From an optimization exercise on the open Yosys and OpenROAD flow, aimed at small area, a short achievable clock period and few clock cycles per item; shortcuts taken in it are not production practice.
The RTL was checked by simulation tests, not by an equivalence proof against the original design.

==> flow/design.v, too long to show whole: its modules and the start of the top module <==
// module hsv_to_rgb_converter_core: 1383 lines
// module hsv2rgb_top: 35 lines
module hsv2rgb_top (
	input  logic        clk,
	input  logic        arst_n,
	input  logic        start,
	output logic        busy,
	input  logic [12:0] hue,
	input  logic [6:0]  saturation,
	input  logic [6:0]  brightness,
	output logic        done,
	output logic [7:0]  red,
	output logic [7:0]  green,
	output logic [7:0]  blue,
	output logic        in_range
);
  // ...
==> flow/run.sh <==
#!/bin/bash
# synth_recipe.tcl (not shown) runs the flow's synth.tcl, then flattens the netlist and writes it again
# the make line also repeats each setting of config.mk as NAME=value (left out here)
make -C /OpenROAD-flow-scripts/flow DESIGN_CONFIG=/design/flow/config.mk WORK_HOME=/design/flow/orfs CLKGATE_MAP_FILE= SYNTH_SCRIPT=/design/flow/synth_recipe.tcl finish
==> flow/config.mk <==
export PLATFORM = sky130hd
export DESIGN_NAME = hsv2rgb_top
export DESIGN_NICKNAME = hsv2rgb_top
export VERILOG_FILES = /design/flow/design.v
export SDC_FILE = /design/flow/constraint.sdc
export NUM_CORES = 4
export LEC_CHECK = 0
export CAP_MARGIN = 20
export CORE_MARGIN = 2
export CORE_UTILIZATION = 40
export CTS_CLUSTER_DIAMETER = 100
export CTS_CLUSTER_SIZE = 25
export SETUP_SLACK_MARGIN = 4.5
export SLEW_MARGIN = 20
==> flow/constraint.sdc <==
create_clock -name core_clock -period 7.5 [get_ports {clk}]
set_input_delay 1.5000 -clock core_clock [delete_from_list [all_inputs] [get_ports {clk}]]
set_output_delay 1.5000 -clock core_clock [all_outputs]
set_load 0.01 [all_outputs]
==> run_results.csv, run 1 <==
group,metric,value,unit
clock_network,cts_buffers,17,
routing,met1_length,17600,um
clock_network,clk_latency,0.53,ns
layout,fin_cells,2586,
layout,largest_register_ffs,63,
routing,wl_met3,1350,um
layout,buf_share,2.90,%
synth,synth_common_cells,"inv_1, dfxtp_1, ha_1",
worst_setup_path,endpoint,"red[6]",
clock_network,cts_root_buf,"clkbuf_16",
routing,via_count,12200,
floorplan,taps,615,
layout,largest_registers,"u_core.p3_d x63, u_core.vs1_d x34, u_core.p4 x24",
layout,signal_buffers,81,
clock_network,cts_hold_buf,0,
layout,seq_cell_count,316,
sta,tightest_slew,0.789,ns
synth,synth-compound-area-share,8.79,%
worst_setup_path,startpoint_type,"flop",
sta,whs,0.320,ns
global_route,use_met3,1.68,%
status,status,"complete, no violations",
placed_design,pre_cts_slack,3.87,ns
routing,drtIter0Drc,559,
worst_setup_path,cp_data_arrival_time,1.50,ns
global_route,antenna_found_initial,0,
synth,async_flop_share,1.90,%
worst_setup_path,path_buf_inv,2,
clock_network,clk_pin_slew,0.10,ns
Testbench counts, summed over its fixed seeds: cycles 16,048, items 16,000.
==> inputs of run 2 (changes only) <==
--- a/flow/config.mk
+++ b/flow/config.mk
@@ -11,4 +11,5 @@
 export CTS_CLUSTER_DIAMETER = 100
 export CTS_CLUSTER_SIZE = 25
+export PLACE_DENSITY = 0.75
 export SETUP_SLACK_MARGIN = 4.5
 export SLEW_MARGIN = 20
==> run 2 against run 1 <==
Net effect: highest routed layer unchanged; synthesized cell count unchanged; sequential cell count unchanged; setup slack improved by 0.029 ns; critical path depth increased by 10; critical path type is now reg -> reg.
==> run_results.csv, run 2 <==
group,metric,value,unit
status,status,"complete, no violations",
global_route,grtUsageTotal,15.6,%
synth,synthFlopType,"dfxtp_1",
clock_network,cts_root_buf,"clkbuf_16",
sta,rsz0062_at_grt,"yes",
layout,fillers,4401,
worst_setup_path,crit_fanout,7,
layout,drive_above_1_share,9.63,%
floorplan,die_w,224,um
global_route,grt_max_degree,27,
layout,stdcell_area,21400,um^2
synth,ys_ff_latch,316,
floorplan,die_y,224,um
synth,seq_area_frac_synth,33.0,%
sta,finalSetupViolations,0,
worst_setup_path,end_kind,"flop",
clock_network,cts_sinks,316,
sta,final_hold_viol_count,0,
global_route,grt-ovfl-total,0,
routing,drtIter0Drc,791,
synth,synth_cells,1905,
synth,yosys_warnings,1,
placed_design,io_buffers,55,
floorplan,initial_utilization,40.5,%
synth,synth_common_cells,"inv_1, dfxtp_1, ha_1",
job,drv_cap,0,
layout,top_register,"u_core.p3_d",
layout,final_cell_mix,"inv_1, dfxtp_1, ha_1",
layout,area_growth,10.8,%
worst_setup_path,cp.required,7.92,ns
placed_design,pre_cts_slack,3.86,ns
floorplan,core_area,47600,um^2
clock_network,cts_hold_buf,0,
global_route,antenna_found_initial,0,
clock_network,cts_max_level,1,
sta,max_clock_freq,336,MHz
sta,fin_setup_tns,0,ns
sta,min_period,2.97,ns
routing,via_count,12500,
floorplan,ios,57,
global_route,first_global_vias,13300,
clock_network,cts_tree,"done",
routing,viasPerCell,4.87,
floorplan,num_rows,80,
sta,period_share,39.6,%
synth,syn-num-nets,2348,
sta,setup_ws,4.53,ns
layout,largest_register_ffs,63,
synth,synth_most_common_cell,"inv_1",
layout,final_util,44.8,%
routing,drc,0,
sta,skew,0.0241,ns
layout,diodes,0,
placed_design,gp_congestion,0.884,
synth,netlist.area_leader.share,32.2,%
worst_setup_path,critical_path_class,"reg -> reg",
synth,netlist_area,19300,um^2
synth,avgSynthCellArea,10.1,um^2
clock_network,clk_latency,0.51,ns
worst_setup_path,startpoint_type,"flop",
layout,final_common_cell,"inv_1",
sta,slew_headroom,52.9,%
global_route,grt_pass1_wl,64300,um
synth,async_flop_share,1.90,%
hold_path,hp-class,"reg -> reg",
worst_setup_path,cp_data_arrival_time,3.39,ns
floorplan,fp.dieArea,50000,um^2
routing,routedWlPerCell,14.8,um
layout,largest_registers,"u_core.p3_d x63, u_core.vs1_d x34, u_core.p4 x24",
sta,maxSlewViolCount,0,
sta,tightest_slew,0.706,ns
placed_design,dp_hpwl,29700,um
clock_network,clk_path_buf_depth,3,
synth,synth_edf_count,0,
routing,ant_nets,0,
layout,nNetsFinal,2403,
clock_network,clk_pin_slew,0.09,ns
synth,ys_types,65,
placed_design,placed_area,20500,um^2
routing,firstDrtPassIters,6,
routing,routed_wl,38300,um
clock_network,cts_buffers,17,
synth,synth.area.top_cells,"dfxtp_1, fa_1, ha_1",
synth,synth_top_area_cell,"dfxtp_1",
[run 2: cell counts after synthesis]
Identical to the previous run, type by type.
[run 2: repair_timing]
action	in CTS	in global routing
pin swaps	45	40
setup endpoints to repair	63	63
resized for setup	170	68
buffers inserted	10	11
[run 2: worst max-delay path, stage by stage, from the launching register on]
cell and delay [ns]:
dfxtp_4 0.37, inv_4 0.04, fa_1 0.47, fa_1 0.54
inv_2 0.05, ha_4 0.27, o2111ai_2 0.11, o21ai_1 0.10
nor3_1 0.05, o21ai_1 0.11, a21oi_2 0.10, xnor2_2 0.31
nand4_1 0.17, xnor2_1 0.21
[run 2: cell type report]
cell class | count | area (um^2) | share of cell area [%]
Multi-Input combinational cell | 1179 | 11700 | 54.6
Clock inverter | 3 | 71.3 | 0.334
Inverter | 370 | 1400 | 6.55
Tap cell | 615 | 769 | 3.60
Timing Repair Buffer | 76 | 586 | 2.74
Sequential cell | 316 | 6450 | 30.2
Clock buffer | 18 | 429 | 2.01
[run 2: stage by stage]
stage | std cells | hold slack (ns)
global route | 2577 | 0.335
detailed placement | 2535 | 0.312
finish | 2577 | 0.329
global placement | 2535 | 0.310
floorplan | 1905 | 0.310
CTS | 2566 | 0.331
[run 2: layer usage]
metal / up-vias / global-route usage (%) / wire (um)
li1: 6147 / - / -
met1: 6025 / 19.1 / 16400
met2: 312 / 28.9 / 19300
met3: 58 / 1.81 / 1750
met4: 0 / 4.30 / 832
met5: - / 0 / 0
[run 2: worst paths after layout]
path	start	end	slack, ns	depth (start not counted)
worst max-delay path	u_core.xq5[3]	u_core.x6[5]	4.53	13
worst min-delay path	u_core.v3[3]	u_core.v4[3]	0.33	0
worst max register to register	u_core.xq5[3]	u_core.x6[5]	4.53	13
worst min register to register	u_core.v3[3]	u_core.v4[3]	0.33	0
max in group asynchronous	arst_n	u_core.valid[3]	6.09	1
min in group asynchronous	arst_n	u_core.valid[4]	1.21	1
[run 2: logic make-up after synthesis]
kind of cell,count (synthesis),share of synthesized area [%]
xor+xnor,129,5.86
simple gates,384,10.5
compound gates,251,8.79
mux,1,0.0519
fa+ha+maj,413,33.8
flops,316,33.0
other cells,1,0.0194
buf+inv,410,8.01

-- static timing again, ports no longer ideal --
The flow's constraints put no driver on any port. The routed layouts listed below were extracted and timed again, unchanged, in two steps. Step 1 sets driving cells, clkbuf_16 on the clock port and buf_2 on the other inputs (assumed; they add their load-dependent delay and slew). Step 2 also shifts input and output timing later by t, the mid clock arrival at the registers, as if the neighbouring blocks saw the same clock. Three values: ideal ports, drivers, drivers and shift; two values: the first two.
| run | t (ns) | setup WS [ns] | worst hold slack (ns) | clock arrival spread, ns |
|---|---|---|---|---|
| run 1 | 0.581 | 4.499 / 4.438 / 4.067 | 0.320 / 0.320 / 0.320 | 0.030 / 0.030 |
| run 2 | 0.550 | 4.528 / 4.480 / 4.087 | 0.329 / 0.329 / 0.329 | 0.024 / 0.024 |
After both steps every run listed still meets setup and hold. For run 2, which loses most, drivers alone change the setup slack by -0.048 ns; drivers and shift together by -0.441 ns.
